From an optimization exercise on the open Yosys and OpenROAD flow, aimed at small area, a short achievable clock period and few clock cycles per item; shortcuts taken in it are not production practice.
Where RTL was checked, it was by simulation tests only, not by an equivalence proof against the original.
No functional check of the RTL was part of run 4.
No activity file was given, so power comes from the tool's default toggle rates.

==> design.v <==
`default_nettype none
package ctok_pkg;
    localparam int POS_BITS = 24;
    localparam int LEN_BITS = 16;
    localparam int KIND_BITS = 6;
    localparam int OUT_BITS = KIND_BITS + POS_BITS + LEN_BITS + 2;
    localparam logic [POS_BITS-1:0] POS_MAX = '1;
    localparam logic [LEN_BITS-1:0] LEN_MAX = '1;
    localparam logic [KIND_BITS-1:0] K_END      = 6'd0;
    localparam logic [KIND_BITS-1:0] K_ERR      = 6'd1;
    localparam logic [KIND_BITS-1:0] K_STR      = 6'd2;
    localparam logic [KIND_BITS-1:0] K_NUM      = 6'd3;
    localparam logic [KIND_BITS-1:0] K_ID       = 6'd4;
    localparam logic [KIND_BITS-1:0] K_KW0      = 6'd5;
    localparam logic [KIND_BITS-1:0] K_INC      = 6'd22;
    localparam logic [KIND_BITS-1:0] K_PLUS     = 6'd23;
    localparam logic [KIND_BITS-1:0] K_DEC      = 6'd24;
    localparam logic [KIND_BITS-1:0] K_MINUS    = 6'd25;
    localparam logic [KIND_BITS-1:0] K_DIV      = 6'd26;
    localparam logic [KIND_BITS-1:0] K_LPAREN   = 6'd27;
    localparam logic [KIND_BITS-1:0] K_RPAREN   = 6'd28;
    localparam logic [KIND_BITS-1:0] K_LBRACE   = 6'd29;
    localparam logic [KIND_BITS-1:0] K_RBRACE   = 6'd30;
    localparam logic [KIND_BITS-1:0] K_LBRACKET = 6'd31;
    localparam logic [KIND_BITS-1:0] K_RBRACKET = 6'd32;
    localparam logic [KIND_BITS-1:0] K_SEMI     = 6'd33;
    localparam logic [KIND_BITS-1:0] K_COMMA    = 6'd34;
    localparam logic [KIND_BITS-1:0] K_DOT      = 6'd35;
    localparam logic [KIND_BITS-1:0] K_MUL      = 6'd36;
    localparam logic [KIND_BITS-1:0] K_EQ       = 6'd37;
    localparam logic [KIND_BITS-1:0] K_ARROW    = 6'd38;
    localparam logic [KIND_BITS-1:0] K_ASSIGN   = 6'd39;
    localparam logic [KIND_BITS-1:0] K_NE       = 6'd40;
    localparam logic [KIND_BITS-1:0] K_NOT      = 6'd41;
    localparam logic [KIND_BITS-1:0] K_LE       = 6'd42;
    localparam logic [KIND_BITS-1:0] K_LT       = 6'd43;
    localparam logic [KIND_BITS-1:0] K_GE       = 6'd44;
    localparam logic [KIND_BITS-1:0] K_GT       = 6'd45;
    localparam logic [KIND_BITS-1:0] K_AND      = 6'd46;
    localparam logic [KIND_BITS-1:0] K_AMP      = 6'd47;
    localparam logic [KIND_BITS-1:0] K_OR       = 6'd48;
    localparam int KW_COUNT = 17;
    localparam int KW_CHARS = 7;
    function automatic logic [8*KW_CHARS-1:0] kw_text(input int j);
        logic [8*KW_CHARS-1:0] t;
        case (j)
            0: t = "struct";
            1: t = "int";
            2: t = "string";
            3: t = "bool";
            4: t = "if";
            5: t = "else";
            6: t = "while";
            7: t = "do";
            8: t = "for";
            9: t = "switch";
            10: t = "case";
            11: t = "default";
            12: t = "break";
            13: t = "true";
            14: t = "false";
            15: t = "printf";
            16: t = "return";
            default: t = '0;
        endcase
        kw_text = t;
    endfunction
    function automatic int kw_len(input int j);
        int l;
        case (j)
            0: l = 6;
            1: l = 3;
            2: l = 6;
            3: l = 4;
            4: l = 2;
            5: l = 4;
            6: l = 5;
            7: l = 2;
            8: l = 3;
            9: l = 6;
            10: l = 4;
            11: l = 7;
            12: l = 5;
            13: l = 4;
            14: l = 5;
            15: l = 6;
            16: l = 6;
            default: l = 0;
        endcase
        kw_len = l;
    endfunction
    function automatic logic [7:0] kw_char(input int j, input int i);
        logic [8*KW_CHARS-1:0] t;
        t = kw_text(j);
        kw_char = t[8*(kw_len(j)-1-i) +: 8];
    endfunction
    function automatic logic [KW_COUNT-1:0] kw_step(
        input logic [KW_COUNT-1:0] alive,
        input logic [2:0]          p,
        input logic                p_ok,
        input logic [7:0]          c
    );
        logic [KW_COUNT-1:0] r;
        logic m;
        for (int j = 0; j < KW_COUNT; j++)
        begin
            m = 1'b0;
            for (int i = 0; i < KW_CHARS; i++)
                if ((i < kw_len(j)) && (p == 3'(i)) && (c == kw_char(j, i)))
                    m = 1'b1;
            r[j] = alive[j] && p_ok && m;
        end
        kw_step = r;
    endfunction
    function automatic logic [KIND_BITS-1:0] kw_kind(
        input logic [KW_COUNT-1:0] alive,
        input logic [LEN_BITS-1:0] n
    );
        logic [KIND_BITS-1:0] k;
        k = K_ID;
        for (int j = 0; j < KW_COUNT; j++)
            if (alive[j] && (n == LEN_BITS'(kw_len(j))))
                k = KIND_BITS'(K_KW0 + KIND_BITS'(j));
        kw_kind = k;
    endfunction
    typedef struct packed {
        logic [7:0] ch;
        logic       has_char;
        logic       end_of_input;
    } ctok_in_t;
    typedef struct packed {
        logic [KIND_BITS-1:0] token_kind;
        logic [POS_BITS-1:0]  token_start;
        logic [LEN_BITS-1:0]  token_length;
        logic                 unclosed_comment;
        logic                 last_of_run;
    } ctok_out_t;
    function automatic logic is_digit(input logic [7:0] c);
        is_digit = (c >= "0") && (c <= "9");
    endfunction
    function automatic logic is_alpha(input logic [7:0] c);
        is_alpha = ((c >= "a") && (c <= "z")) || ((c >= "A") && (c <= "Z"));
    endfunction
endpackage
`default_nettype wire
`default_nettype none
module ctok_scan (
    input  wire logic               clk,
    input  wire logic               rst_n,
    input  wire logic               src_valid,
    output logic                    src_ready,
    input  wire ctok_pkg::ctok_in_t src_item,
    output logic                    tok_valid,
    input  wire logic               tok_ready,
    output ctok_pkg::ctok_out_t     tok_item
);
    localparam logic [4:0] M_IDLE       = 5'd0;
    localparam logic [4:0] M_SLASH      = 5'd1;
    localparam logic [4:0] M_LINE       = 5'd2;
    localparam logic [4:0] M_BLOCK      = 5'd3;
    localparam logic [4:0] M_BLOCK_STAR = 5'd4;
    localparam logic [4:0] M_STR        = 5'd5;
    localparam logic [4:0] M_STR_ESC    = 5'd6;
    localparam logic [4:0] M_NUM        = 5'd7;
    localparam logic [4:0] M_IDENT      = 5'd8;
    localparam logic [4:0] M_PLUS       = 5'd9;
    localparam logic [4:0] M_MINUS      = 5'd10;
    localparam logic [4:0] M_EQ         = 5'd11;
    localparam logic [4:0] M_BANG       = 5'd12;
    localparam logic [4:0] M_LT         = 5'd13;
    localparam logic [4:0] M_GT         = 5'd14;
    localparam logic [4:0] M_AMP        = 5'd15;
    localparam logic [4:0] M_BAR        = 5'd16;
    localparam int PB = ctok_pkg::POS_BITS;
    localparam int LB = ctok_pkg::LEN_BITS;
    localparam int KB = ctok_pkg::KIND_BITS;
    function automatic logic [KB:0] pend(input logic [4:0] m, input logic [KB-1:0] kwk);
        logic [KB:0] r;
        case (m)
            M_SLASH: r = {1'b1, ctok_pkg::K_DIV};
            M_NUM:   r = {1'b1, ctok_pkg::K_NUM};
            M_IDENT: r = {1'b1, kwk};
            M_PLUS:  r = {1'b1, ctok_pkg::K_PLUS};
            M_MINUS: r = {1'b1, ctok_pkg::K_MINUS};
            M_EQ:    r = {1'b1, ctok_pkg::K_ASSIGN};
            M_BANG:  r = {1'b1, ctok_pkg::K_NOT};
            M_LT:    r = {1'b1, ctok_pkg::K_LT};
            M_GT:    r = {1'b1, ctok_pkg::K_GT};
            M_AMP:   r = {1'b1, ctok_pkg::K_AMP};
            M_BAR:   r = {1'b1, ctok_pkg::K_ERR};
            M_STR:   r = {1'b1, ctok_pkg::K_ERR};
            M_STR_ESC: r = {1'b1, ctok_pkg::K_ERR};
            default: r = {1'b0, ctok_pkg::K_ERR};
        endcase
        pend = r;
    endfunction
    function automatic logic [KB-1:0] one_kind(input logic [7:0] c);
        logic [KB-1:0] k;
        if ((c == " ") || (c == "\t") || (c == "\r") || (c == "\n") || (c == "\"") ||
            ctok_pkg::is_digit(c) || ctok_pkg::is_alpha(c) || (c == "_"))
            k = '0;
        else
        begin
            case (c)
                "/", "+", "-", "=", "!", "<", ">", "&", "|": k = '0;
                "(": k = ctok_pkg::K_LPAREN;
                ")": k = ctok_pkg::K_RPAREN;
                "{": k = ctok_pkg::K_LBRACE;
                "}": k = ctok_pkg::K_RBRACE;
                "[": k = ctok_pkg::K_LBRACKET;
                "]": k = ctok_pkg::K_RBRACKET;
                ";": k = ctok_pkg::K_SEMI;
                ",": k = ctok_pkg::K_COMMA;
                ".": k = ctok_pkg::K_DOT;
                "*": k = ctok_pkg::K_MUL;
                default: k = ctok_pkg::K_ERR;
            endcase
        end
        one_kind = k;
    endfunction
    logic [4:0]    mode_reg, mode_next;
    logic [PB-1:0] pos_reg, pos_next;
    logic [PB-1:0] start_reg, start_next;
    logic [LB-1:0] cnt_reg, cnt_next;
    logic [ctok_pkg::KW_COUNT-1:0] kw_reg, kw_next;
    logic          fresh;
    logic          b_owed, b_owed_next;
    logic [KB-1:0] b_kind_reg, b_kind_next;
    logic          eoi_owed, eoi_owed_next;
    logic          o_valid, o_valid_next;
    ctok_pkg::ctok_out_t o_reg, o_next;
    ctok_pkg::ctok_in_t q0, q1, item;
    logic          v0, v1;
    logic [7:0]    c;
    logic          o_free, accept, commit;
    logic [4:0]    mode1;
    logic [PB-1:0] start1, pos1;
    logic [LB-1:0] cnt_base, cnt1, cnt_inc;
    logic [ctok_pkg::KW_COUNT-1:0] kw1;
    logic          do_start, do_flush, do_count, str_close;
    logic          a_v, b_v;
    logic [KB-1:0] a_kind, b_kind, c_kind;
    logic [LB-1:0] a_len;
    logic [KB:0]   pend_cur;
    assign item   = q0;
    assign c      = item.ch;
    assign c_kind = one_kind(c);
    assign src_ready = !v1;
    assign accept    = src_valid && !v1;
    assign o_free  = !o_valid || tok_ready;
    assign commit = v0 && o_free && !eoi_owed;
    always_ff @(posedge clk or negedge rst_n)
    begin
        if (!rst_n)
        begin
            v0 <= 1'b0;
            v1 <= 1'b0;
        end
        else
        begin
            if (v1)
            begin
                if (commit) v1 <= 1'b0;
            end
            else if (v0)
            begin
                if (accept && !commit) v1 <= 1'b1;
                if (!accept && commit) v0 <= 1'b0;
            end
            else
                v0 <= accept;
        end
    end
    always_ff @(posedge clk)
    begin
        if (v1)
        begin
            if (commit) q0 <= q1;
        end
        else if (!v0 || commit)
            q0 <= src_item;
        if (!v1)
            q1 <= src_item;
    end
    assign tok_valid = o_valid;
    assign tok_item  = o_reg;
    assign pend_cur = pend(mode_reg, ctok_pkg::kw_kind(kw_reg, cnt_reg));
    assign cnt_inc  = (cnt_reg == ctok_pkg::LEN_MAX) ? cnt_reg : cnt_reg + LB'(1);
    always_comb
    begin
        mode1     = mode_reg;
        start1    = start_reg;
        cnt_base  = cnt_reg;
        kw1       = kw_reg;
        do_start  = 1'b0;
        do_flush  = 1'b0;
        do_count  = 1'b0;
        str_close = 1'b0;
        a_v       = 1'b0;
        a_kind    = ctok_pkg::K_ERR;
        a_len     = LB'(2);
        b_v       = 1'b0;
        b_kind    = c_kind;
        if (item.has_char)
        begin
            unique case (mode_reg)
                M_IDLE: do_start = 1'b1;
                M_LINE: if (c == "\n") mode1 = M_IDLE;
                M_BLOCK: if (c == "*") mode1 = M_BLOCK_STAR;
                M_BLOCK_STAR:
                begin
                    if (c == "/")
                        mode1 = M_IDLE;
                    else if (c != "*")
                        mode1 = M_BLOCK;
                end
                M_STR:
                begin
                    do_count = 1'b1;
                    if (c == "\"")
                    begin
                        str_close = 1'b1;
                        mode1     = M_IDLE;
                    end
                    else if (c == "\\")
                        mode1 = M_STR_ESC;
                end
                M_STR_ESC:
                begin
                    do_count = 1'b1;
                    mode1    = M_STR;
                end
                M_SLASH:
                begin
                    if (c == "/")
                        mode1 = M_LINE;
                    else if (c == "*")
                        mode1 = M_BLOCK;
                    else
                        do_flush = 1'b1;
                end
                M_NUM:
                begin
                    if (ctok_pkg::is_digit(c))
                        do_count = 1'b1;
                    else
                        do_flush = 1'b1;
                end
                M_IDENT:
                begin
                    if (ctok_pkg::is_alpha(c) || ctok_pkg::is_digit(c) || (c == "_"))
                    begin
                        do_count = 1'b1;
                        kw1      = ctok_pkg::kw_step(kw_reg, cnt_reg[2:0], cnt_reg < LB'(8), c);
                    end
                    else
                        do_flush = 1'b1;
                end
                M_PLUS:
                begin
                    if (c == "+") begin a_v = 1'b1; a_kind = ctok_pkg::K_INC; mode1 = M_IDLE; end
                    else do_flush = 1'b1;
                end
                M_MINUS:
                begin
                    if (c == "-") begin a_v = 1'b1; a_kind = ctok_pkg::K_DEC; mode1 = M_IDLE; end
                    else do_flush = 1'b1;
                end
                M_EQ:
                begin
                    if (c == "=") begin a_v = 1'b1; a_kind = ctok_pkg::K_EQ; mode1 = M_IDLE; end
                    else if (c == ">") begin a_v = 1'b1; a_kind = ctok_pkg::K_ARROW; mode1 = M_IDLE; end
                    else do_flush = 1'b1;
                end
                M_BANG:
                begin
                    if (c == "=") begin a_v = 1'b1; a_kind = ctok_pkg::K_NE; mode1 = M_IDLE; end
                    else do_flush = 1'b1;
                end
                M_LT:
                begin
                    if (c == "=") begin a_v = 1'b1; a_kind = ctok_pkg::K_LE; mode1 = M_IDLE; end
                    else do_flush = 1'b1;
                end
                M_GT:
                begin
                    if (c == "=") begin a_v = 1'b1; a_kind = ctok_pkg::K_GE; mode1 = M_IDLE; end
                    else do_flush = 1'b1;
                end
                M_AMP:
                begin
                    if (c == "&") begin a_v = 1'b1; a_kind = ctok_pkg::K_AND; mode1 = M_IDLE; end
                    else do_flush = 1'b1;
                end
                M_BAR:
                begin
                    if (c == "|") begin a_v = 1'b1; a_kind = ctok_pkg::K_OR; mode1 = M_IDLE; end
                    else do_flush = 1'b1;
                end
                default: do_start = 1'b1;
            endcase
        end
        if (do_flush)
        begin
            a_v      = 1'b1;
            a_kind   = pend_cur[KB-1:0];
            a_len    = ((mode_reg == M_NUM) || (mode_reg == M_IDENT)) ? cnt_reg : LB'(1);
            do_start = 1'b1;
        end
        if (do_start)
        begin
            start1   = pos_reg;
            cnt_base = '0;
            mode1    = M_IDLE;
            kw1      = ctok_pkg::kw_step('1, 3'd0, 1'b1, c);
            if ((c == " ") || (c == "\t") || (c == "\r") || (c == "\n"))
                mode1 = M_IDLE;
            else if (c == "\"")
            begin
                do_count = 1'b1;
                mode1    = M_STR;
            end
            else if (ctok_pkg::is_digit(c))
            begin
                do_count = 1'b1;
                mode1    = M_NUM;
            end
            else if (ctok_pkg::is_alpha(c) || (c == "_"))
            begin
                do_count = 1'b1;
                mode1    = M_IDENT;
            end
            else
            begin
                case (c)
                    "/": mode1 = M_SLASH;
                    "+": mode1 = M_PLUS;
                    "-": mode1 = M_MINUS;
                    "=": mode1 = M_EQ;
                    "!": mode1 = M_BANG;
                    "<": mode1 = M_LT;
                    ">": mode1 = M_GT;
                    "&": mode1 = M_AMP;
                    "|": mode1 = M_BAR;
                    default: b_v = 1'b1;
                endcase
            end
        end
        if (do_count)
            cnt1 = do_start ? LB'(1) : cnt_inc;
        else
            cnt1 = cnt_base;
        if (str_close)
        begin
            a_v    = 1'b1;
            a_kind = ctok_pkg::K_STR;
            a_len  = cnt_inc;
        end
        if (item.has_char && (pos_reg != ctok_pkg::POS_MAX))
            pos1 = pos_reg + PB'(1);
        else
            pos1 = pos_reg;
    end
    always_comb
    begin
        mode_next     = mode_reg;
        pos_next      = pos_reg;
        start_next    = start_reg;
        cnt_next      = cnt_reg;
        kw_next       = kw_reg;
        b_owed_next   = b_owed;
        b_kind_next   = b_kind_reg;
        eoi_owed_next = eoi_owed;
        o_valid_next  = o_valid;
        o_next        = o_reg;
        if (commit)
        begin
            mode_next     = mode1;
            pos_next      = pos1;
            start_next    = start1;
            cnt_next      = cnt1;
            kw_next       = kw1;
            eoi_owed_next = item.end_of_input;
        end
        if (o_free)
        begin
            o_valid_next = 1'b0;
            o_next.unclosed_comment = 1'b0;
            o_next.last_of_run      = 1'b0;
            if (b_owed)
            begin
                o_valid_next        = 1'b1;
                o_next.token_kind   = b_kind_reg;
                o_next.token_start  = start_reg;
                o_next.token_length = LB'(1);
                o_next.last_of_run  = !eoi_owed;
                b_owed_next         = commit && b_v;
                b_kind_next         = b_kind;
            end
            else if (eoi_owed)
            begin
                o_valid_next = 1'b1;
                if (pend_cur[KB])
                begin
                    o_next.token_kind   = pend_cur[KB-1:0];
                    o_next.token_start  = start_reg;
                    o_next.token_length = ((mode_reg == M_NUM) || (mode_reg == M_IDENT) ||
                                           (mode_reg == M_STR) || (mode_reg == M_STR_ESC)) ?
                                          cnt_reg : LB'(1);
                    mode_next           = M_IDLE;
                end
                else
                begin
                    o_next.token_kind       = ctok_pkg::K_END;
                    o_next.token_start      = pos_reg;
                    o_next.token_length     = '0;
                    o_next.unclosed_comment = (mode_reg == M_BLOCK) || (mode_reg == M_BLOCK_STAR);
                    o_next.last_of_run      = 1'b1;
                    mode_next               = M_IDLE;
                    pos_next                = '0;
                    eoi_owed_next           = 1'b0;
                end
            end
            else if (commit)
            begin
                if (a_v)
                begin
                    o_valid_next        = 1'b1;
                    o_next.token_kind   = a_kind;
                    o_next.token_start  = start_reg;
                    o_next.token_length = a_len;
                    o_next.last_of_run  = !b_v && !item.end_of_input;
                    b_owed_next         = b_v;
                    b_kind_next         = b_kind;
                end
                else if (b_v)
                begin
                    o_valid_next        = 1'b1;
                    o_next.token_kind   = b_kind;
                    o_next.token_start  = pos_reg;
                    o_next.token_length = LB'(1);
                    o_next.last_of_run  = !item.end_of_input;
                end
            end
        end
        if (fresh)
        begin
            mode_next = M_IDLE;
            pos_next  = '0;
        end
    end
    always_ff @(posedge clk or negedge rst_n)
    begin
        if (!rst_n)
        begin
            fresh    <= 1'b1;
            b_owed   <= 1'b0;
            eoi_owed <= 1'b0;
            o_valid  <= 1'b0;
        end
        else
        begin
            fresh    <= 1'b0;
            b_owed   <= b_owed_next;
            eoi_owed <= eoi_owed_next;
            o_valid  <= o_valid_next;
        end
    end
    always_ff @(posedge clk)
    begin
        mode_reg   <= mode_next;
        pos_reg    <= pos_next;
        start_reg  <= start_next;
        cnt_reg    <= cnt_next;
        kw_reg     <= kw_next;
        b_kind_reg <= b_kind_next;
        o_reg      <= o_next;
    end
endmodule
`default_nettype wire
`default_nettype none
module c_like_lexical_tokenizer (
    input  wire logic               clk,
    input  wire logic               rst_n,
    input  wire logic               src_valid,
    output logic                    src_ready,
    input  wire ctok_pkg::ctok_in_t src_item,
    output logic                    tok_valid,
    input  wire logic               tok_ready,
    output ctok_pkg::ctok_out_t     tok_item
);
    ctok_scan u_scan (
        .clk       (clk),
        .rst_n     (rst_n),
        .src_valid (src_valid),
        .src_ready (src_ready),
        .src_item  (src_item),
        .tok_valid (tok_valid),
        .tok_ready (tok_ready),
        .tok_item  (tok_item)
    );
endmodule
`default_nettype wire
==> flow/run.sh <==
#!/bin/bash
# Standard layout, with timing repair aiming at 7.5 ns of setup slack
# (the clock period and constraints are unchanged). Each tool's output is
# in standard.log and in the ORFS logs under orfs/logs.
set -euo pipefail
bash standard.sh SETUP_SLACK_MARGIN=7.5 TNS_END_PERCENT=0 finish > standard.log 2>&1
==> standard.sh <==
#!/bin/bash
# synth_recipe.tcl (not shown) runs the flow's synth.tcl, then flattens the netlist and writes it again
# the make line also repeats each setting of config.mk as NAME=value (left out here)
make -C /OpenROAD-flow-scripts/flow DESIGN_CONFIG=/design/flow/config.mk WORK_HOME=/design/flow/orfs CLKGATE_MAP_FILE= SYNTH_SCRIPT=/design/flow/synth_recipe.tcl "${@:-finish}"
==> config.mk <==
export PLATFORM = sky130hd
export DESIGN_NAME = c_like_lexical_tokenizer
export DESIGN_NICKNAME = c_like_lexical_tokenizer
export VERILOG_FILES = /design/flow/design.v
export SDC_FILE = /design/flow/constraint.sdc
export NUM_CORES = 4
export LEC_CHECK = 0
export CAP_MARGIN = 20
export CORE_MARGIN = 2
export CORE_UTILIZATION = 40
export SLEW_MARGIN = 20
==> constraint.sdc <==
create_clock -name core_clock -period 11.0 [get_ports {clk}]
set_input_delay 2.2000 -clock core_clock [delete_from_list [all_inputs] [get_ports {clk}]]
set_output_delay 2.2000 -clock core_clock [all_outputs]
set_load 0.01 [all_outputs]
==> results of run 1 <==
-- synthesized netlist by cell type (13+ instances only) --
master    count  area (sq um)
a21oi_1      55         275.3
a31oi_1      14         87.58
and2_1       15         93.84
and3_1       18         112.6
clkbuf_1     48         180.2
dfxtp_1      29         580.6
edfxtp_1    130          3904
inv_1        17         63.81
mux2_2       14         157.7
mux2_4       20         300.3
nand2_1     113         424.2
nand3_1      58         290.3
nand4_1      20         125.1
nor2_1       94         352.8
nor2b_1      15         93.84
nor3_1       16         80.08
nor4_1       13         81.33
o21ai_0      58         290.3
o22ai_1      18         112.6
xnor2_1      22         192.7
xor2_1       19         166.4
-- stage by stage --
stage                     hold WS [ns]  cell area, sq um  total power [mW]
after global routing            0.5417             11850             3.116
after detailed placement        0.4994             10640             2.141
after CTS                       0.5183             11490             2.830
after floorplan                 0.4524              9847             1.757
after global placement          0.4993             10640             2.142
final                           0.5157             11850             2.976
-- placed cells by master, fill, tap and decap left out, drive strengths merged, types with 5 or more instances in the layout --
cell / count
ha: 6
clkdlybuf4s50: 61
nor2b: 15
xnor2: 22
buf: 52
and3: 18
a22o: 8
mux2: 34
clkbuf: 19
o31ai: 13
o22ai: 18
xor2: 19
clkinv: 8
a31oi: 14
dfrtp: 5
and4: 7
nor2: 96
a32oi: 9
nor3: 17
a21oi: 56
dfxtp: 29
o21ai: 65
nand2: 114
and2: 17
nand3: 58
a22oi: 11
nand2b: 10
edfxtp: 130
nor4: 15
or4: 6
o211ai: 6
nand4: 20
inv: 24
-- metal layers --
metal	vias up	part of all wire	wire length [um]
li1	3965	-	-
met1	4057	0.46	13110
met2	385	0.45	12920
met3	37	0.070	1997
met4	0	0.022	641
met5	-	0	0
-- timing repair --
| item | CTS | global route |
|---|---|---|
| resized for setup | 28 | 19 |
| hold buffers | 0 | 0 |
| gates cloned | 2 | 3 |
| setup buffers | 16 | 23 |
| pin swaps | 8 | 7 |
| setup endpoints to repair | 252 | 254 |
-- how the worst min path moves through the flow --
stage,startpoint,cells past startpoint,to
2_1_floorplan,u_scan.pos_reg[17],0,u_scan.start_reg[17]
3_3_place_gp,u_scan.pos_reg[22],0,u_scan.start_reg[22]
3_5_place_dp,u_scan.pos_reg[22],0,u_scan.start_reg[22]
4_1_cts,u_scan.pos_reg[22],0,u_scan.start_reg[22]
5_1_grt,u_scan.pos_reg[22],0,u_scan.start_reg[22]
6_report,u_scan.pos_reg[22],0,u_scan.start_reg[22]
-- power breakdown --
part           switching, mW  internal, mW
combinational          0.758         0.564
sequential             0.128         0.927
clock                  0.294         0.305
-- cells by family (layout without fill, tap and decap cells) --
group,Yosys count,after routing,synth area share
compound gates,254,255,0.1741
xor+xnor,41,41,0.03666
fa+ha+maj,6,6,0.007664
buf+inv,88,167,0.04100
flops,165,165,0.4732
mux,37,37,0.04981
other cells,1,1,0.0003828
simple gates,420,421,0.2171
-- cell type report --
| cell class | count | area share |
|---|---|---|
| Clock buffer | 17 | 0.03591 |
| Sequential cell | 165 | 0.3920 |
| Timing Repair Buffer | 117 | 0.09675 |
| Tap cell | 324 | 0.03422 |
| Clock inverter | 15 | 0.01352 |
| Multi-Input combinational cell | 761 | 0.4216 |
| Inverter | 18 | 0.006020 |
==> results_dict.tcl, run 1 <==
set metrics [dict create \
    async_flop_share 0.03636 \
    cts_inserted_buffers 17 \
    reg2reg_depth 11 \
    worst-path-buf-inv 1 \
    grt_use_met2 0.3342 \
    rows 57 \
    setup_tns_ns 0 \
    r2r_end "u_scan.o_reg[8]" \
    initial_utilization 0.4052 \
    cp-start-kind "register" \
    overflow 0 \
    rrSetupSlack_ns 7.44 \
    seqCellArea_sq_um 4643 \
    dp_hpwl_mm 18.85 \
    yosys_warnings 1 \
    vias 8444 \
    drc 0 \
    clock.fmax_ghz 0.2804 \
    setup.worst_path.class "register to primary output" \
    dp_cells 1341 \
    p_leak_nw 4.048 \
    fin_util 0.4900 \
    cp.required_ns 8.80 \
    multi_input_area_sq_um 4995 \
    crit_fanout 1 \
    port_buffers 63 \
    setup_viol 0 \
    vias_per_cell 5.959 \
    die_w_um 160.5 \
    critPathSlowestCell "clkdlybuf4s50_1" \
    path_cells "clkdlybuf4s50_1" \
    syn_area_per_cell_sq_um 9.679 \
    fin_crit_sh 0.3242 \
    cp_top_family "buffers and inverters" \
    place_ws_ns 6.267 \
    nets 1100 \
    power_density_nw_per_um2 251.2 \
    drtAntennaViolNets 0 \
    synthFlopType "edfxtp_1" \
    worst_slack_ns 7.434 \
    final_cells 1417 \
    fillCellCount 2238 \
    rsz0062_at_grt "true" \
    cts_root_buf "clkbuf_16" \
    ys_types 85 \
    grt_pass1_vias 7900 \
    grtUsageMet3 0.03719 \
    h-tree-depth 4 \
    grt_max_degree 47 \
    relSlewSlack 0.3416 \
    chipHeight_um 160.5 \
    endpoint "tok_item[41]" \
    core-area_sq_um 24180 \
    status "no timing/DRC/antenna violations" \
    crit_cells 1 \
    path_clk_slew_ns 0.07 \
    synth_cells 1012 \
    synth_nets 1032 \
    grt_antenna_before_repair 0 \
    dr.pass1.iters 7 \
    dieArea_sq_um 25760 \
    detail_route.wl_per_cell_um 20.23 \
    drive_gt1_frac 0.1629 \
    track_usage 0.2189 \
    synthToLayoutAreaGrowth_pct 20.94 \
    use_met1 0.3158 \
    hp-class "register to register" \
    cap_violations 0 \
    largest_register_ff_count 48 \
    period_minus_slack_ns 3.566 \
    grt_pass1_wl_mm 44.75 \
    r2r-start "u_scan.q0[3]" \
    drt_wl_total_mm 28.67 \
    vdd_drop_max_v 0.0002081 \
    routabilityCongestion 0.9535 \
    ios 64 \
    hold_viol 0 \
    ys_seq_area_frac 0.4732 \
    clkLatencyLatePin_ns 0.44 \
    ys_seq_elements 165 \
    busiest_layer "met2" \
    cts_sinks 165 \
    cts_tree "yes" \
    synth_area_sq_um 9796 \
    cts.path.max_buffers 2 \
    tightestPinTransition_ns 0.9786 \
    final-max-slew-violation-count 0 \
    finalClockSkew_ns 0.01161 \
    max_stage_delay_ns 0.56 \
    worstPathArrival_ns 1.37 \
    critical_path.startpoint "u_scan.o_reg[41]" \
    end_kind "primary output" \
    diodes 0 \
    drt_iter0_markers 773 \
    synth_enable_flop_cells 130 \
]
Testbench counts, summed over its fixed seeds: cycles 34,932, items 34,820.
==> inputs of run 2 (changes only) <==
--- a/design.v
+++ b/design.v
@@ -484,64 +484,50 @@
         end
         if (o_free)
         begin
-            o_valid_next = 1'b0;
-            o_next.unclosed_comment = 1'b0;
-            o_next.last_of_run      = 1'b0;
+            o_valid_next = b_owed || eoi_owed || (v0 && (a_v || b_v));
+            b_kind_next  = b_kind;
+            b_owed_next  = commit && b_v && (b_owed || a_v);
             if (b_owed)
             begin
-                o_valid_next        = 1'b1;
-                o_next.token_kind   = b_kind_reg;
-                o_next.token_start  = start_reg;
-                o_next.token_length = LB'(1);
-                o_next.last_of_run  = !eoi_owed;
-                b_owed_next         = commit && b_v;
-                b_kind_next         = b_kind;
+                o_next.token_kind       = b_kind_reg;
+                o_next.token_length     = LB'(1);
+                o_next.unclosed_comment = 1'b0;
+                o_next.last_of_run      = !eoi_owed;
             end
             else if (eoi_owed)
             begin
-                o_valid_next = 1'b1;
-                if (pend_cur[KB])
-                begin
-                    o_next.token_kind   = pend_cur[KB-1:0];
-                    o_next.token_start  = start_reg;
-                    o_next.token_length = ((mode_reg == M_NUM) || (mode_reg == M_IDENT) ||
+                o_next.token_kind       = pend_cur[KB] ? pend_cur[KB-1:0] : ctok_pkg::K_END;
+                o_next.token_length     = !pend_cur[KB] ? LB'(0) :
+                                          ((mode_reg == M_NUM) || (mode_reg == M_IDENT) ||
                                            (mode_reg == M_STR) || (mode_reg == M_STR_ESC)) ?
                                           cnt_reg : LB'(1);
-                    mode_next           = M_IDLE;
-                end
-                else
+                o_next.unclosed_comment = (mode_reg == M_BLOCK) || (mode_reg == M_BLOCK_STAR);
+                o_next.last_of_run      = !pend_cur[KB];
+                mode_next               = M_IDLE;
+                if (!pend_cur[KB])
                 begin
-                    o_next.token_kind       = ctok_pkg::K_END;
-                    o_next.token_start      = pos_reg;
-                    o_next.token_length     = '0;
-                    o_next.unclosed_comment = (mode_reg == M_BLOCK) || (mode_reg == M_BLOCK_STAR);
-                    o_next.last_of_run      = 1'b1;
-                    mode_next               = M_IDLE;
-                    pos_next                = '0;
-                    eoi_owed_next           = 1'b0;
+                    pos_next      = '0;
+                    eoi_owed_next = 1'b0;
                 end
             end
-            else if (commit)
+            else
             begin
-                if (a_v)
-                begin
-                    o_valid_next        = 1'b1;
-                    o_next.token_kind   = a_kind;
-                    o_next.token_start  = start_reg;
-                    o_next.token_length = a_len;
-                    o_next.last_of_run  = !b_v && !item.end_of_input;
-                    b_owed_next         = b_v;
-                    b_kind_next         = b_kind;
-                end
-                else if (b_v)
-                begin
-                    o_valid_next        = 1'b1;
-                    o_next.token_kind   = b_kind;
-                    o_next.token_start  = pos_reg;
-                    o_next.token_length = LB'(1);
-                    o_next.last_of_run  = !item.end_of_input;
-                end
+                o_next.token_kind       = a_v ? a_kind : b_kind;
+                case (mode_reg)
+                    M_NUM, M_IDENT: o_next.token_length = cnt_reg;
+                    M_STR:          o_next.token_length = cnt_inc;
+                    M_IDLE:         o_next.token_length = LB'(1);
+                    default:        o_next.token_length = {{(LB-2){1'b0}}, !do_flush, do_flush};
+                endcase
+                o_next.unclosed_comment = 1'b0;
+                o_next.last_of_run      = !item.end_of_input && !(a_v && b_v);
             end
+            if (b_owed)
+                o_next.token_start = start_reg;
+            else if (eoi_owed)
+                o_next.token_start = pend_cur[KB] ? start_reg : pos_reg;
+            else
+                o_next.token_start = (mode_reg == M_IDLE) ? pos_reg : start_reg;
         end
         if (fresh)
         begin
==> flow/run.sh (replaced) <==
#!/bin/bash
# Standard layout (standard synthesis, floorplan, placement, CTS, routing),
# with two changes to how it is made: timing repair aims at 7.8 ns of setup
# slack on the worst endpoints, and the port buffers are buf_4 cells. The
# clock period and constraints are unchanged. Each tool's output is in
# standard.log and in the ORFS logs under orfs/logs.
set -euo pipefail
bash standard.sh SETUP_SLACK_MARGIN=7.8 TNS_END_PERCENT=0 "BUFFER_PORTS_ARGS=-buffer_cell sky130_fd_sc_hd__buf_4" finish > standard.log 2>&1
==> results_dict.tcl, run 2 <==
set metrics [dict create \
    overflow 0 \
    power_frac_comb 0.376 \
    status "no timing/DRC/antenna violations" \
    initial_utilization 0.4088 \
    r2r_end "u_scan.o_reg[42]" \
    seqCellArea_sq_um 4641 \
    grt_antenna_before_repair 0 \
    p_leak_nw 3.842 \
    p_int_mw 1.531 \
    path_clk_slew_ns 0.08 \
    vdd_drop_max_v 0.0001624 \
    dp_hpwl_mm 19.00 \
    power_density_nw_per_um2 229.9 \
    async_flop_share 0.03636 \
    setup_tns_ns 0 \
    relSlewSlack 0.1755 \
    crit_fanout 5 \
    synth_area_sq_um 9652 \
    largest_register_ff_count 48 \
    cts.path.max_buffers 2 \
    p_clk_frac 0.235 \
    ios 64 \
    total_power_mw 2.579 \
    tightestPinTransition_ns 1.206 \
    dr.pass1.iters 5 \
    port_buffers 63 \
    rrSetupSlack_ns 7.48 \
    end_kind "register" \
    worstPathArrival_ns 3.85 \
    mostFrequentLayoutCells "nand2_1, edfxtp_1, nor2_1" \
    rsz0062_at_grt "true" \
    synth_area_leaders "edfxtp_1, dfxtp_1, nand2_1, nor2_1, o21ai_0" \
    h-tree-depth 4 \
    ys_seq_area_frac 0.4803 \
    synthToLayoutAreaGrowth_pct 16.20 \
    yosys.area.top_type "edfxtp_1" \
    diodes 0 \
    period_minus_slack_ns 3.528 \
    hp-class "register to register" \
    dieArea_sq_um 25390 \
    p_switching_mw 1.049 \
    synth_cells 1035 \
    setup_viol 0 \
    yosys_warnings 1 \
    critical_path.startpoint "tok_ready" \
    cts_inserted_buffers 17 \
    p_seq_frac 0.390 \
    endpoint "u_scan.pos_reg[11]" \
    grt_pass1_wl_mm 45.37 \
    cts_root_buf "clkbuf_16" \
    drt_iter0_markers 794 \
    synthFlopType "edfxtp_1" \
    clock.fmax_ghz 0.2835 \
    final-max-slew-violation-count 0 \
    track_usage 0.2236 \
    postCtsHoldBufs 0 \
    cp-start-kind "primary input" \
    synth_enable_flop_cells 130 \
    cp.required_ns 11.32 \
    r2r-start "u_scan.q0[3]" \
    routabilityCongestion 0.9289 \
    vias_per_cell 5.952 \
    grt_pass1_vias 8037 \
    cap_violations 0 \
    drtAntennaViolNets 0 \
    detail_route.wl_per_cell_um 20.03 \
    ys_seq_elements 165 \
    grt_max_degree 59 \
    clkLatencyLatePin_ns 0.44 \
    cts_tree "yes" \
    drive_gt1_frac 0.1763 \
    synth_top_area_frac 0.4045 \
    nets 1102 \
    layout_commonest_cell "nand2_1" \
    p_sw_frac 0.4066 \
    drc 0 \
    synth_nets 1055 \
    chipHeight_um 159.3 \
    hold_slack_ns 0.5127 \
    cts_sinks 165 \
    core-area_sq_um 23610 \
    fin_crit_sh 0.3207 \
    multi_input_area_sq_um 4817 \
    setup.worst_path.class "primary input to register" \
    hold_viol 0 \
    synthTopCellsByCount "nand2_1, edfxtp_1, nor2_1, o21ai_0, a21oi_1" \
    finalClockSkew_ns 0.01249 \
    rows 56 \
    drt_wl_total_mm 28.33 \
    reg2reg_depth 8 \
    fillCellCount 2253 \
    vias 8416 \
    die_w_um 159.3 \
    syn_area_per_cell_sq_um 9.325 \
    synthMostInstantiatedCell "nand2_1" \
    ys_types 83 \
]
==> run 2: layer usage <==
layer / vias up / share of wire / global-route usage
met1: 4046 / 0.46 / 0.3183
met5: - / 0 / 0
met4: 0 / 0.031 / 0.08802
li1: 3957 / - / -
met3: 63 / 0.061 / 0.03647
met2: 350 / 0.45 / 0.3415
==> run 2: final cells by class <==
| type | count | area share |
|---|---|---|
| Sequential cell | 165 | 0.4138 |
| Multi-Input combinational cell | 792 | 0.4295 |
| Tap cell | 319 | 0.03559 |
| Inverter | 16 | 0.006024 |
| Clock inverter | 15 | 0.01439 |
| Timing Repair Buffer | 90 | 0.06281 |
| Clock buffer | 17 | 0.03793 |
==> run 2: power by group through the flow <==
stage | Clock [mW] | Sequential [mW] | Combinational [mW]
6_report | 0.605 | 1.01 | 0.969
5_1_grt | 0.636 | 1.03 | 1.04
4_1_cts | 0.615 | 1.00 | 0.952
3_5_place_dp | 0 | 1.02 | 0.849
3_3_place_gp | 0 | 1.02 | 0.850
2_1_floorplan | 0 | 0.969 | 0.592
==> run 2: worst min-delay path by stage <==
stage                            start                   end  cells after the start
global placement     u_scan.pos_reg[7]   u_scan.start_reg[7]                      0
finish              u_scan.pos_reg[17]  u_scan.start_reg[17]                      0
detailed placement   u_scan.pos_reg[7]   u_scan.start_reg[7]                      0
floorplan           u_scan.pos_reg[17]  u_scan.start_reg[17]                      0
CTS                 u_scan.pos_reg[17]  u_scan.start_reg[17]                      0
global route        u_scan.pos_reg[17]  u_scan.start_reg[17]                      0
==> run 2: logic make-up after synthesis <==
family / share of synthesized area
AOI/OAI and AO/OA: 0.1733
xor gates and xnor gates: 0.03358
adders and majority gates: 0.007778
buffers and inverters: 0.03358
DFF: 0.4803
muxes: 0.04356
other: 0.0003885
and+or+nand+nor: 0.2275
==> run 2: through the flow <==
stage                     cells  utilization  cell area, sq um  setup slack (ns)
after floorplan            1035            -              9693             6.714
after global placement     1363       0.4399             10390             6.174
after detailed placement   1363       0.4399             10390             6.177
after CTS                  1413       0.4743             11200             7.496
after global routing       1414       0.4750             11220             7.427
final                      1414       0.4750             11220             7.472
==> run 2: timing repair <==
item | 4_1_cts | 5_1_grt
endpoints found under the setup margin | 142 | 157
pin swaps | 3 | 1
buffers inserted | 16 | 1
cloned | 2 | 0
resized for setup | 13 | 3
==> run 2: critical path: stages <==
cell     delay (ns)
buf_4          0.09
nor2b_4        0.05
nor3b_4        0.21
nand2_2        0.12
a41oi_4        0.23
nor3b_4        0.32
or3b_4         0.43
xnor2_2        0.14
nor2_1         0.05
Testbench counts of run 2, summed over its fixed seeds: cycles 34,932, items 34,820.
==> inputs of run 3 (changes only) <==
==> flow/run.sh (replaced) <==
#!/bin/bash
# Standard layout (standard synthesis, floorplan, placement, CTS, routing),
# with two changes to how it is made: timing repair aims at 7.8 ns of setup
# slack on the worst endpoints, and the port buffers are buf_2 cells. The
# clock period and constraints are unchanged. Each tool's output is in
# standard.log and in the ORFS logs under orfs/logs.
set -euo pipefail
bash standard.sh SETUP_SLACK_MARGIN=7.8 TNS_END_PERCENT=0 "BUFFER_PORTS_ARGS=-buffer_cell sky130_fd_sc_hd__buf_2" finish > standard.log 2>&1
==> results_dict.tcl, run 3 <==
set metrics [dict create \
    synth_enable_flop_cells 130 \
    finalClockSkew_ns 0.01092 \
    core-area_sq_um 23610 \
    ios 64 \
    ys_types 83 \
    port_buffers 63 \
    setup_tns_ns 0 \
    grt_pass1_wl_mm 45.09 \
    rsz0062_at_grt "true" \
    routabilityCongestion 0.9490 \
    overflow 0 \
    cp.required_ns 11.15 \
    p_switching_mw 1.046 \
    dp_hpwl_mm 18.78 \
    synthFlopType "edfxtp_1" \
    cts_tree "yes" \
    end_kind "register" \
    nets 1105 \
    clock.fmax_ghz 0.2869 \
    p_leak_nw 3.851 \
    cap_violations 0 \
    total_power_mw 2.587 \
    worstPathArrival_ns 3.63 \
    synth_compound_area_frac 0.1733 \
    power_density_nw_per_um2 231.6 \
    p_sw_frac 0.4044 \
    drt_wl_total_mm 28.24 \
    cts.path.max_buffers 2 \
    synth_top_area_frac 0.4045 \
    syn_area_per_cell_sq_um 9.325 \
    cts_root_buf "clkbuf_16" \
    drc 0 \
    wl_met2_mm 12.85 \
    crit_fanout 35 \
    met1_length_mm 12.97 \
    final-max-slew-violation-count 0 \
    status "no timing/DRC/antenna violations" \
    postCtsHoldBufs 0 \
    synth-adder-area-share 0.007778 \
    layout_commonest_cell "nand2_1" \
    mostFrequentLayoutCells "nand2_1, edfxtp_1, nor2_1" \
    vias 8402 \
    rows 56 \
    ys_seq_area_frac 0.4803 \
    hp-class "register to register" \
    vdd_drop_max_v 0.0001688 \
    synth_cells 1035 \
    ys_seq_elements 165 \
    p_int_mw 1.541 \
    drt_iter0_markers 858 \
    synth_nets 1055 \
    initial_utilization 0.4088 \
    synthMostInstantiatedCell "nand2_1" \
    power_frac_comb 0.366 \
    synth_xor_xnor_area_share 0.03358 \
    track_usage 0.2210 \
    vias_per_cell 5.929 \
    synth_top_family_by_area "simple AND/OR/NAND/NOR gates" \
    die_w_um 159.3 \
    synthTopCellsByCount "nand2_1, edfxtp_1, nor2_1, o21ai_0, a21oi_1" \
    yosys_warnings 1 \
    grt_antenna_before_repair 0 \
    final_cells 1417 \
    drtAntennaViolNets 0 \
    relSlewSlack 0.1944 \
    synthToLayoutAreaGrowth_pct 15.75 \
    p_clk_frac 0.247 \
    top_layer_used "met4" \
    largest_register_ff_count 48 \
    clkLatencyLatePin_ns 0.44 \
    async_flop_share 0.03636 \
    setup.worst_path.class "register to register" \
    synth_area_sq_um 9652 \
    fin_crit_sh 0.3168 \
    path_clk_slew_ns 0.08 \
    p_seq_frac 0.387 \
    dp_cells 1363 \
    synthSimpleGateAreaFrac 0.2275 \
    h-tree-depth 4 \
    grt_pass1_vias 7995 \
    hold_viol 0 \
    grt_max_degree 59 \
    dieArea_sq_um 25390 \
    synth_area_leaders "edfxtp_1, dfxtp_1, nand2_1, nor2_1, o21ai_0" \
    setup_viol 0 \
    cts_inserted_buffers 17 \
    chipHeight_um 159.3 \
    detail_route.wl_per_cell_um 19.93 \
    cp-start-kind "register" \
    cts_sinks 165 \
    met3_length_mm 1.579 \
    period_minus_slack_ns 3.485 \
    tightestPinTransition_ns 1.178 \
    dr.pass1.iters 5 \
    drive_gt1_frac 0.1840 \
    diodes 0 \
    yosys.area.top_type "edfxtp_1" \
    synthMuxAreaShare 0.04356 \
]
==> run 3: worst max-delay path, cell delays in order (launching register included) <==
cell and delay [ns]:
edfxtp_1 0.37, buf_4 0.25, nand4bb_1 0.41, nor2_1 0.52
o32ai_1 0.24, nor3_4 0.30, a41o_1 0.31, nand2_1 0.34
o21ai_0 0.29, o21ai_0 0.17
==> run 3: cell type report <==
cell class / count / area [sq um]
well taps: 319 / 399.1
flip-flops and latches: 165 / 4642
clock inverters: 15 / 201.4
multi-input cells: 792 / 4840
inverters: 16 / 67.56
repair buffers: 93 / 596.8
fillers: 2308 / 12440
clock buffers: 17 / 425.4
==> run 3: power groups by stage <==
stage / registers, mW / clock network [mW] / logic [mW]
after floorplan: 0.969 / 0 / 0.592
after global placement: 1.01 / 0 / 0.825
after detailed placement: 1.01 / 0 / 0.823
after CTS: 0.998 / 0.649 / 0.919
after global routing: 1.02 / 0.670 / 1.02
final: 1.00 / 0.639 / 0.948
==> run 3: timing repair <==
item,in CTS,in global routing
pin swaps,2,3
gates resized for setup,9,16
cloned,2,0
endpoints found under the setup margin,124,152
setup buffers,16,4
==> run 3: final timing paths <==
check,from,endpoint,slack [ns],cells after the start
min,u_scan.pos_reg[14],u_scan.start_reg[14],0.53,0
min reg2reg,u_scan.pos_reg[14],u_scan.start_reg[14],0.53,0
max in group asynchronous,rst_n,u_scan.fresh,9.19,1
max reg2reg,u_scan.q0[3],u_scan.cnt_reg[0],7.51,9
min in group asynchronous,rst_n,u_scan.o_valid,1.58,1
max,u_scan.q0[3],u_scan.cnt_reg[0],7.51,9
==> run 3: kinds of logic (layout without fill, tap and decap cells) <==
group | after synthesis | in the layout
AND/OR/NAND/NOR | 445 | 446
AO/OA/AOI/OAI | 263 | 264
flip-flops | 165 | 165
buffers and inverters | 80 | 141
multiplexers | 38 | 38
XOR/XNOR | 37 | 37
adder cells (fa/ha/maj) | 6 | 6
other | 1 | 1
==> run 3: routing by layer <==
layer  GRT usage  vias to the layer above
li1            -                     3953
met5           0                        -
met3     0.03022                       62
met2      0.3383                      335
met1      0.3142                     4052
met4     0.09545                        0
==> run 3: through the flow <==
stage / util / hold slack (ns) / instance area, sq um / worst slack, ns
3_3_place_gp: 0.4332 / 0.4922 / 10230 / 6.170
5_1_grt: 0.4731 / 0.5409 / 11170 / 7.427
6_report: 0.4731 / 0.5250 / 11170 / 7.515
4_1_cts: 0.4685 / 0.5253 / 11060 / 7.387
2_1_floorplan: - / 0.4596 / 9693 / 6.714
3_5_place_dp: 0.4332 / 0.4883 / 10230 / 6.115
==> inputs of run 4 (changes only) <==
--- a/design.v
+++ b/design.v
@@ -229,7 +229,9 @@
     logic          eoi_owed, eoi_owed_next;
     logic          o_valid, o_valid_next;
     ctok_pkg::ctok_out_t o_reg, o_next;
-    ctok_pkg::ctok_in_t q0, q1, item;
+    ctok_pkg::ctok_in_t q0, q1, q0_in, item;
+    logic          q0_digit, q0_alpha, q0_ws;
+    logic [KB-1:0] q0_kind;
     logic          v0, v1;
     logic [7:0]    c;
     logic          o_free, accept, commit;
@@ -244,7 +246,7 @@
     logic [KB:0]   pend_cur;
     assign item   = q0;
     assign c      = item.ch;
-    assign c_kind = one_kind(c);
+    assign c_kind = q0_kind;
     assign src_ready = !v1;
     assign accept    = src_valid && !v1;
     assign o_free  = !o_valid || tok_ready;
@@ -271,14 +273,18 @@
                 v0 <= accept;
         end
     end
+    assign q0_in = v1 ? q1 : src_item;
     always_ff @(posedge clk)
     begin
-        if (v1)
+        if (v1 ? commit : (!v0 || commit))
         begin
-            if (commit) q0 <= q1;
+            q0       <= q0_in;
+            q0_digit <= ctok_pkg::is_digit(q0_in.ch);
+            q0_alpha <= ctok_pkg::is_alpha(q0_in.ch) || (q0_in.ch == "_");
+            q0_ws    <= (q0_in.ch == " ") || (q0_in.ch == "\t") ||
+                        (q0_in.ch == "\r") || (q0_in.ch == "\n");
+            q0_kind  <= one_kind(q0_in.ch);
         end
-        else if (!v0 || commit)
-            q0 <= src_item;
         if (!v1)
             q1 <= src_item;
     end
@@ -341,14 +347,14 @@
                 end
                 M_NUM:
                 begin
-                    if (ctok_pkg::is_digit(c))
+                    if (q0_digit)
                         do_count = 1'b1;
                     else
                         do_flush = 1'b1;
                 end
                 M_IDENT:
                 begin
-                    if (ctok_pkg::is_alpha(c) || ctok_pkg::is_digit(c) || (c == "_"))
+                    if (q0_alpha || q0_digit)
                     begin
                         do_count = 1'b1;
                         kw1      = ctok_pkg::kw_step(kw_reg, cnt_reg[2:0], cnt_reg < LB'(8), c);
@@ -413,19 +419,19 @@
             cnt_base = '0;
             mode1    = M_IDLE;
             kw1      = ctok_pkg::kw_step('1, 3'd0, 1'b1, c);
-            if ((c == " ") || (c == "\t") || (c == "\r") || (c == "\n"))
+            if (q0_ws)
                 mode1 = M_IDLE;
             else if (c == "\"")
             begin
                 do_count = 1'b1;
                 mode1    = M_STR;
             end
-            else if (ctok_pkg::is_digit(c))
+            else if (q0_digit)
             begin
                 do_count = 1'b1;
                 mode1    = M_NUM;
             end
-            else if (ctok_pkg::is_alpha(c) || (c == "_"))
+            else if (q0_alpha)
             begin
                 do_count = 1'b1;
                 mode1    = M_IDENT;
==> results_dict.tcl, run 4 <==
set metrics [dict create \
    cap_violations 0 \
    max_stage_delay_ns 0.41 \
    setup_tns_ns 0 \
    overflow 0 \
    grt_pass1_wl_mm 44.22 \
    clock.fmax_ghz 0.2858 \
    nets 1140 \
    postCtsHoldBufs 0 \
    critPathSlowestCell "or3_4" \
    dp_cells 1407 \
    diodes 0 \
    ys_types 85 \
    cts_tree "yes" \
    rrSetupSlack_ns 7.71 \
    ys_seq_elements 173 \
    drtAntennaViolNets 0 \
    p_int_mw 1.755 \
    synth_cells 1077 \
    cp_top_family "simple AND/OR/NAND/NOR gates" \
    drive_gt1_frac 0.1818 \
    hold_start "u_scan.q0_kind[1]" \
    period_minus_slack_ns 3.499 \
    worst_slack_ns 7.501 \
    synth_area_sq_um 10110 \
    yosys_warnings 1 \
    hp-class "register to register" \
    rsz0062_at_grt "true" \
    status "no timing/DRC/antenna violations" \
    cts_inserted_buffers 17 \
    routabilityCongestion 0.9659 \
    placed_area_sq_um 10680 \
    synth_nets 1097 \
    stdcell_area_sq_um 11670 \
    synth_area_leaders "edfxtp_1, dfxtp_1, nand2_1, o21ai_0, nor2_1" \
    drc 0 \
    path_clk_slew_ns 0.07 \
    p_clk_frac 0.207 \
    core-area_sq_um 24960 \
    vdd_drop_max_v 0.0001572 \
    layout_commonest_cell "edfxtp_1" \
    reg2reg_depth 7 \
    dieArea_sq_um 26560 \
    setup_viol 0 \
    clkLatencyLatePin_ns 0.43 \
    p_seq_frac 0.390 \
    initial_utilization 0.4050 \
    r2r_end "u_scan.o_reg[2]" \
    dr.pass1.iters 5 \
    synth_enable_flop_cells 128 \
    path_cells "buf_2, or3_4, a21bo_4, or3_4, nor2_4, a311oi_1, nand3_1, a2111oi_1" \
    detail_route.wl_per_cell_um 19.38 \
    chipHeight_um 163.0 \
    cts_root_buf "clkbuf_16" \
    r2r-start "u_scan.q0[6]" \
    end_kind "register" \
    h-tree-depth 4 \
    drt_wl_total_mm 28.35 \
    grt_max_degree 58 \
    p_switching_mw 1.232 \
    fin_crit_sh 0.3181 \
    rows 58 \
    async_flop_share 0.03468 \
    port_buffers 63 \
    finalClockSkew_ns 0.01130 \
    dp_hpwl_mm 18.81 \
    worst-path-buf-inv 1 \
    synthToLayoutAreaGrowth_pct 15.48 \
    synth_top_area_frac 0.3802 \
    cts_sinks 173 \
    fin_util 0.4677 \
    mostFrequentLayoutCells "edfxtp_1, nand2_1, nor2_1" \
    ios 64 \
    cp.required_ns 11.18 \
    whs_endpoint "u_scan.b_kind_reg[1]" \
    synthFlopType "edfxtp_1" \
    cp-start-kind "primary input" \
    track_usage 0.2130 \
    hold_viol 0 \
    vias 8813 \
    p_leak_nw 4.035 \
    vias_per_cell 6.024 \
    ys_seq_area_frac 0.4724 \
    tightestPinTransition_ns 1.136 \
    synthTopCellsByCount "edfxtp_1, nand2_1, nor2_1, o21ai_0, a21oi_1" \
    final_cells 1463 \
    worstHoldPathCells 0 \
    final-max-slew-violation-count 0 \
    synthMostInstantiatedCell "edfxtp_1" \
    relSlewSlack 0.2325 \
    syn_area_per_cell_sq_um 9.387 \
    grt_pass1_vias 7906 \
    p_sw_frac 0.4126 \
    drt_iter0_markers 867 \
    cp_common_cell "or3_4" \
    largest_register_ff_count 48 \
    setup.worst_path.class "primary input to register" \
    power_frac_comb 0.403 \
    place_ws_ns 6.467 \
    power_density_nw_per_um2 255.9 \
    cts.path.max_buffers 2 \
    yosys.area.top_type "edfxtp_1" \
    die_w_um 163.0 \
    worstPathArrival_ns 3.68 \
    grt_antenna_before_repair 1 \
    crit_fanout 3 \
]
## run 4: how the worst max path moves through the flow
stage | start | end | slack [ns] | cells past startpoint
finish | src_item[9] | u_scan.q0_kind[0] | 7.50 | 8
CTS | src_item[9] | u_scan.q0_kind[0] | 7.52 | 7
floorplan | tok_ready | u_scan.q0[0] | 6.96 | 5
global placement | src_item[3] | u_scan.q0_kind[0] | 6.49 | 7
global route | src_item[4] | u_scan.q0_kind[0] | 7.47 | 8
detailed placement | src_item[3] | u_scan.q0_kind[0] | 6.47 | 7
## run 4: area by class of cell
| class | instances | area (sq um) |
|---|---|---|
| fillers | 2421 | 13290 |
| multi-input cells | 795 | 5145 |
| flip-flops and latches | 173 | 4780 |
| repair buffers | 98 | 599.3 |
| clock buffers | 19 | 452.9 |
| well taps | 330 | 412.9 |
| clock inverters | 13 | 142.6 |
| inverters | 34 | 135.1 |
| repair inverters | 1 | 7.507 |
## run 4: routing by layer
metal  share of wire  global-route usage  vias up
li1                -                   -     4165
met1            0.46              0.3091     4247
met2            0.45              0.3215      354
met3           0.066             0.03412       47
met4           0.023             0.07603        0
met5               0                   0        -
## run 4: cell families (layout without fill, tap and decap cells)
logic type | Yosys count | in the layout | synth area share
adder cells (fa/ha/maj) | 6 | 6 | 0.007426
AND/OR/NAND/NOR | 414 | 414 | 0.2080
flip-flops | 173 | 173 | 0.4724
buffers and inverters | 109 | 165 | 0.04332
multiplexers | 35 | 35 | 0.03762
AO/OA/AOI/OAI | 307 | 307 | 0.2031
XOR/XNOR | 32 | 32 | 0.02772
other | 1 | 1 | 0.0003709
## run 4: power groups by stage
| stage | Sequential (mW) | Combinational (mW) | Clock, mW |
|---|---|---|---|
| final | 1.17 | 1.20 | 0.619 |
| after global routing | 1.19 | 1.30 | 0.654 |
| after CTS | 1.17 | 1.13 | 0.631 |
| after detailed placement | 1.20 | 1.01 | 0 |
| after global placement | 1.20 | 1.02 | 0 |
| after floorplan | 1.11 | 0.772 | 0 |
## run 4: stage by stage
stage / total power [mW] / hold slack [ns]
floorplan: 1.877 / 0.4174
global route: 3.148 / 0.4720
detailed placement: 2.217 / 0.4325
finish: 2.987 / 0.4498
CTS: 2.936 / 0.4492
global placement: 2.212 / 0.4250
## run 4: what timing repair did
action / 4_1_cts / 5_1_grt
resized for setup: 35 / 17
gates cloned: 1 / 0
setup endpoints to repair: 128 / 127
pin swaps: 4 / 8
buffers inserted: 13 / 10
==> inputs of run 5 (changes only) <==
--- a/design.v
+++ b/design.v
@@ -229,9 +229,7 @@
     logic          eoi_owed, eoi_owed_next;
     logic          o_valid, o_valid_next;
     ctok_pkg::ctok_out_t o_reg, o_next;
-    ctok_pkg::ctok_in_t q0, q1, q0_in, item;
-    logic          q0_digit, q0_alpha, q0_ws;
-    logic [KB-1:0] q0_kind;
+    ctok_pkg::ctok_in_t q0, q1, item;
     logic          v0, v1;
     logic [7:0]    c;
     logic          o_free, accept, commit;
@@ -246,7 +244,7 @@
     logic [KB:0]   pend_cur;
     assign item   = q0;
     assign c      = item.ch;
-    assign c_kind = q0_kind;
+    assign c_kind = one_kind(c);
     assign src_ready = !v1;
     assign accept    = src_valid && !v1;
     assign o_free  = !o_valid || tok_ready;
@@ -273,18 +271,14 @@
                 v0 <= accept;
         end
     end
-    assign q0_in = v1 ? q1 : src_item;
     always_ff @(posedge clk)
     begin
-        if (v1 ? commit : (!v0 || commit))
+        if (v1)
         begin
-            q0       <= q0_in;
-            q0_digit <= ctok_pkg::is_digit(q0_in.ch);
-            q0_alpha <= ctok_pkg::is_alpha(q0_in.ch) || (q0_in.ch == "_");
-            q0_ws    <= (q0_in.ch == " ") || (q0_in.ch == "\t") ||
-                        (q0_in.ch == "\r") || (q0_in.ch == "\n");
-            q0_kind  <= one_kind(q0_in.ch);
+            if (commit) q0 <= q1;
         end
+        else if (!v0 || commit)
+            q0 <= src_item;
         if (!v1)
             q1 <= src_item;
     end
@@ -347,14 +341,14 @@
                 end
                 M_NUM:
                 begin
-                    if (q0_digit)
+                    if (ctok_pkg::is_digit(c))
                         do_count = 1'b1;
                     else
                         do_flush = 1'b1;
                 end
                 M_IDENT:
                 begin
-                    if (q0_alpha || q0_digit)
+                    if (ctok_pkg::is_alpha(c) || ctok_pkg::is_digit(c) || (c == "_"))
                     begin
                         do_count = 1'b1;
                         kw1      = ctok_pkg::kw_step(kw_reg, cnt_reg[2:0], cnt_reg < LB'(8), c);
@@ -419,19 +413,19 @@
             cnt_base = '0;
             mode1    = M_IDLE;
             kw1      = ctok_pkg::kw_step('1, 3'd0, 1'b1, c);
-            if (q0_ws)
+            if ((c == " ") || (c == "\t") || (c == "\r") || (c == "\n"))
                 mode1 = M_IDLE;
             else if (c == "\"")
             begin
                 do_count = 1'b1;
                 mode1    = M_STR;
             end
-            else if (q0_digit)
+            else if (ctok_pkg::is_digit(c))
             begin
                 do_count = 1'b1;
                 mode1    = M_NUM;
             end
-            else if (q0_alpha)
+            else if (ctok_pkg::is_alpha(c) || (c == "_"))
             begin
                 do_count = 1'b1;
                 mode1    = M_IDENT;
==> flow/run.sh (replaced) <==
#!/bin/bash
# Standard layout (standard synthesis, floorplan, placement, CTS, routing),
# with changes to how it is made: timing repair aims at 7.8 ns of setup
# slack on the worst endpoints, the port buffers are buf_2 cells, and the
# clock tree uses these settings: "CTS_BUF_LIST=sky130_fd_sc_hd__clkbuf_4 sky130_fd_sc_hd__clkbuf_8" CTS_CLUSTER_SIZE=16
# The clock period and constraints are unchanged. Each tool's output is
# in standard.log and in the ORFS logs under orfs/logs.
set -euo pipefail
bash standard.sh SETUP_SLACK_MARGIN=7.8 TNS_END_PERCENT=0 "BUFFER_PORTS_ARGS=-buffer_cell sky130_fd_sc_hd__buf_2" "CTS_BUF_LIST=sky130_fd_sc_hd__clkbuf_4 sky130_fd_sc_hd__clkbuf_8" CTS_CLUSTER_SIZE=16 finish > standard.log 2>&1
==> results_dict.tcl, run 5 <==
set metrics [dict create \
    vias 8526 \
    p_leak_nw 3.815 \
    end_kind "register" \
    largest_register_ff_count 48 \
    cp.required_ns 11.36 \
    synthTopCellsByCount "nand2_1, edfxtp_1, nor2_1, o21ai_0, a21oi_1" \
    dr.pass1.iters 7 \
    placed_area_sq_um 10230 \
    rsz0062_at_grt "true" \
    synth_enable_flop_cells 130 \
    synthMostInstantiatedCell "nand2_1" \
    drtAntennaViolNets 0 \
    synth_nets 1055 \
    diodes 0 \
    power_density_nw_per_um2 220.9 \
    mostFrequentLayoutCells "nand2_1, edfxtp_1, nor2_1" \
    hold_slack_ns 0.5275 \
    path_cells "buf_6, nor2b_4, nor3b_4, nand2_2, a41oi_4, nor3b_4, or3b_4, xnor2_2, nor2_1" \
    hp-class "register to register" \
    cts.path.max_buffers 2 \
    crit_fanout 3 \
    cp-start-kind "primary input" \
    ys_seq_area_frac 0.4803 \
    finalClockSkew_ns 0.02067 \
    r2r-start "u_scan.q0[3]" \
    rows 56 \
    clock.fmax_ghz 0.2972 \
    nets 1115 \
    cts_sinks 165 \
    yosys.area.top_type "edfxtp_1" \
    cp_common_cell "nor3b_4" \
    max_stage_delay_ns 0.41 \
    stdcell_area_sq_um 11080 \
    period_minus_slack_ns 3.365 \
    cts_inserted_buffers 17 \
    async_flop_share 0.03636 \
    tightestPinTransition_ns 1.202 \
    clkLatencyLatePin_ns 0.48 \
    synth_area_leaders "edfxtp_1, dfxtp_1, nand2_1, nor2_1, o21ai_0" \
    worstHoldPathCells 0 \
    final-max-slew-violation-count 0 \
    die_w_um 159.3 \
    synthFlopType "edfxtp_1" \
    setup_viol 0 \
    drt_iter0_markers 868 \
    cap_violations 0 \
    grt_max_degree 59 \
    track_usage 0.2213 \
    cts_root_buf "clkbuf_8" \
    port_buffers 63 \
    chipHeight_um 159.3 \
    routabilityCongestion 0.9490 \
    vias_per_cell 5.975 \
    drc 0 \
    ys_seq_elements 165 \
    h-tree-depth 4 \
    dieArea_sq_um 25390 \
    hold_start "u_scan.pos_reg[7]" \
    grt_pass1_vias 8035 \
    fin_crit_sh 0.3059 \
    setup.worst_path.class "primary input to register" \
    synth_top_area_frac 0.4045 \
    ios 64 \
    vdd_drop_max_v 0.0001581 \
    cts_tree "yes" \
    synthToLayoutAreaGrowth_pct 14.83 \
    synth_cells 1035 \
    drt_wl_total_mm 28.32 \
    reg2reg_depth 9 \
    critical_path.startpoint "tok_ready" \
    grt_antenna_before_repair 0 \
    path_clk_slew_ns 0.11 \
    drive_gt1_frac 0.1958 \
    core-area_sq_um 23610 \
    overflow 0 \
    critPathSlowestCell "or3b_4" \
    grt_pass1_wl_mm 45.07 \
    relSlewSlack 0.1782 \
    fillCellCount 2313 \
    ys_types 83 \
    syn_area_per_cell_sq_um 9.325 \
    worstPathArrival_ns 3.72 \
    setup_tns_ns 0 \
    rrSetupSlack_ns 7.71 \
    yosys_warnings 1 \
    dp_hpwl_mm 18.78 \
    hold_viol 0 \
    detail_route.wl_per_cell_um 19.85 \
    postCtsHoldBufs 0 \
    initial_utilization 0.4088 \
    status "no timing/DRC/antenna violations" \
    synth_area_sq_um 9652 \
]
==> run 5: cell types whose count changed after synthesis, sizes merged, moves of 6 or more <==
cell,previous run,this run
o31ai,17,11
o211ai,14,6
o22ai,20,14
mux2,24,32
dfxtp,39,29
or3,15,6
o21ai,74,81
inv,34,16
nor2,91,109
nand2,104,133
clkbuf,58,46
==> run 5: layer usage <==
layer / part of all wire / wire length [um] / track usage / vias to the layer above
met2: 0.45 / 12670 / 0.3399 / 382
met4: 0.034 / 966 / 0.09628 / 0
met3: 0.066 / 1874 / 0.03100 / 79
met5: 0 / 0 / 0 / -
met1: 0.45 / 12810 / 0.3129 / 4081
li1: - / - / - / 3984
==> run 5: kinds of logic after synthesis <==
kind of cell    Yosys count  share of synthesized area
flops                   165                     0.4803
mux                      38                    0.04356
compound gates          263                     0.1733
buf+inv                  80                    0.03358
simple gates            445                     0.2275
other cells               1                  0.0003885
xor+xnor                 37                    0.03358
fa+ha+maj                 6                   0.007778
==> run 5: worst max-delay path: cells and delay by family <==
kind | cells | cell delay, ns
compound gates | 1 | 0.24
buf+inv | 1 | 0.07
xor+xnor | 1 | 0.13
simple gates | 6 | 1.08
==> run 5: final timing paths <==
check,to
worst max-delay path,u_scan.pos_reg[11]
worst min-delay path,u_scan.start_reg[7]
worst max register to register,u_scan.cnt_reg[0]
worst min register to register,u_scan.start_reg[7]
max in group asynchronous,u_scan.fresh
min in group asynchronous,u_scan.b_owed
==> run 5: power by group <==
part / switching [mW] / internal [mW]
clock: 0.288 / 0.199
sequential: 0.124 / 0.866
combinational: 0.625 / 0.347
==> run 5: final cells by class <==
cell class	count	area [sq um]	area share
inverters	16	67.56	0.006096
clock inverters	15	201.4	0.01818
flip-flops and latches	165	4639	0.4186
multi-input cells	793	4877	0.4401
well taps	319	399.1	0.03601
clock buffers	17	234.0	0.02111
repair buffers	102	664.4	0.05995
==> run 5: through the flow <==
step,setup WS [ns],util,instances,power [mW]
6_report,7.635,0.4694,1427,2.448
5_1_grt,7.579,0.4694,1427,2.576
4_1_cts,7.658,0.4646,1419,2.428
3_5_place_dp,6.115,0.4332,1363,1.836
3_3_place_gp,6.170,0.4332,1363,1.834
2_1_floorplan,6.714,-,1035,1.561
==> run 5: repair_timing <==
action | 4_1_cts | 5_1_grt
resized for setup | 22 | 9
pin swaps | 5 | 4
cloned | 3 | 0
endpoints found under the setup margin | 147 | 173
setup buffers | 21 | 8
Testbench counts of run 5, summed over its fixed seeds: cycles 34,932, items 34,820.

port drivers added, routing unchanged:
In the flow no input, the clock included, has a driving cell. The finished layouts below were timed again as built, in two steps. Step 1 assumes that a clkbuf_16 drives the clock port and a buf_2 every other input. Step 2 adds t to the input delays and takes it off the output delays; t is the mean of the earliest and latest rising clock arrival at the registers after step 1. Input paths then give back, and output paths get back, about the clock's delay inside the block. Three values: no drivers, after step 1, after step 2; two values: the first two.
run	t, ns	setup WS [ns]	hold slack, ns	pins driven straight from the clock port
run 1	0.476	7.434 / 7.388 / 7.111	0.516 / 0.516 / 0.516	1
run 2	0.475	7.472 / 7.481 / 7.016	0.513 / 0.513 / 0.513	1
run 3	0.481	7.515 / 7.473 / 7.044	0.525 / 0.525 / 0.525	1
run 4	0.474	7.501 / 7.528 / 7.054	0.450 / 0.450 / 0.450	1
run 5	0.510	7.635 / 7.639 / 7.129	0.528 / 0.528 / 0.528	1
After both steps every run listed still meets setup and hold. The setup slack of run 5, which loses most, moves by +0.004 ns with the drivers and by -0.506 ns with both steps.
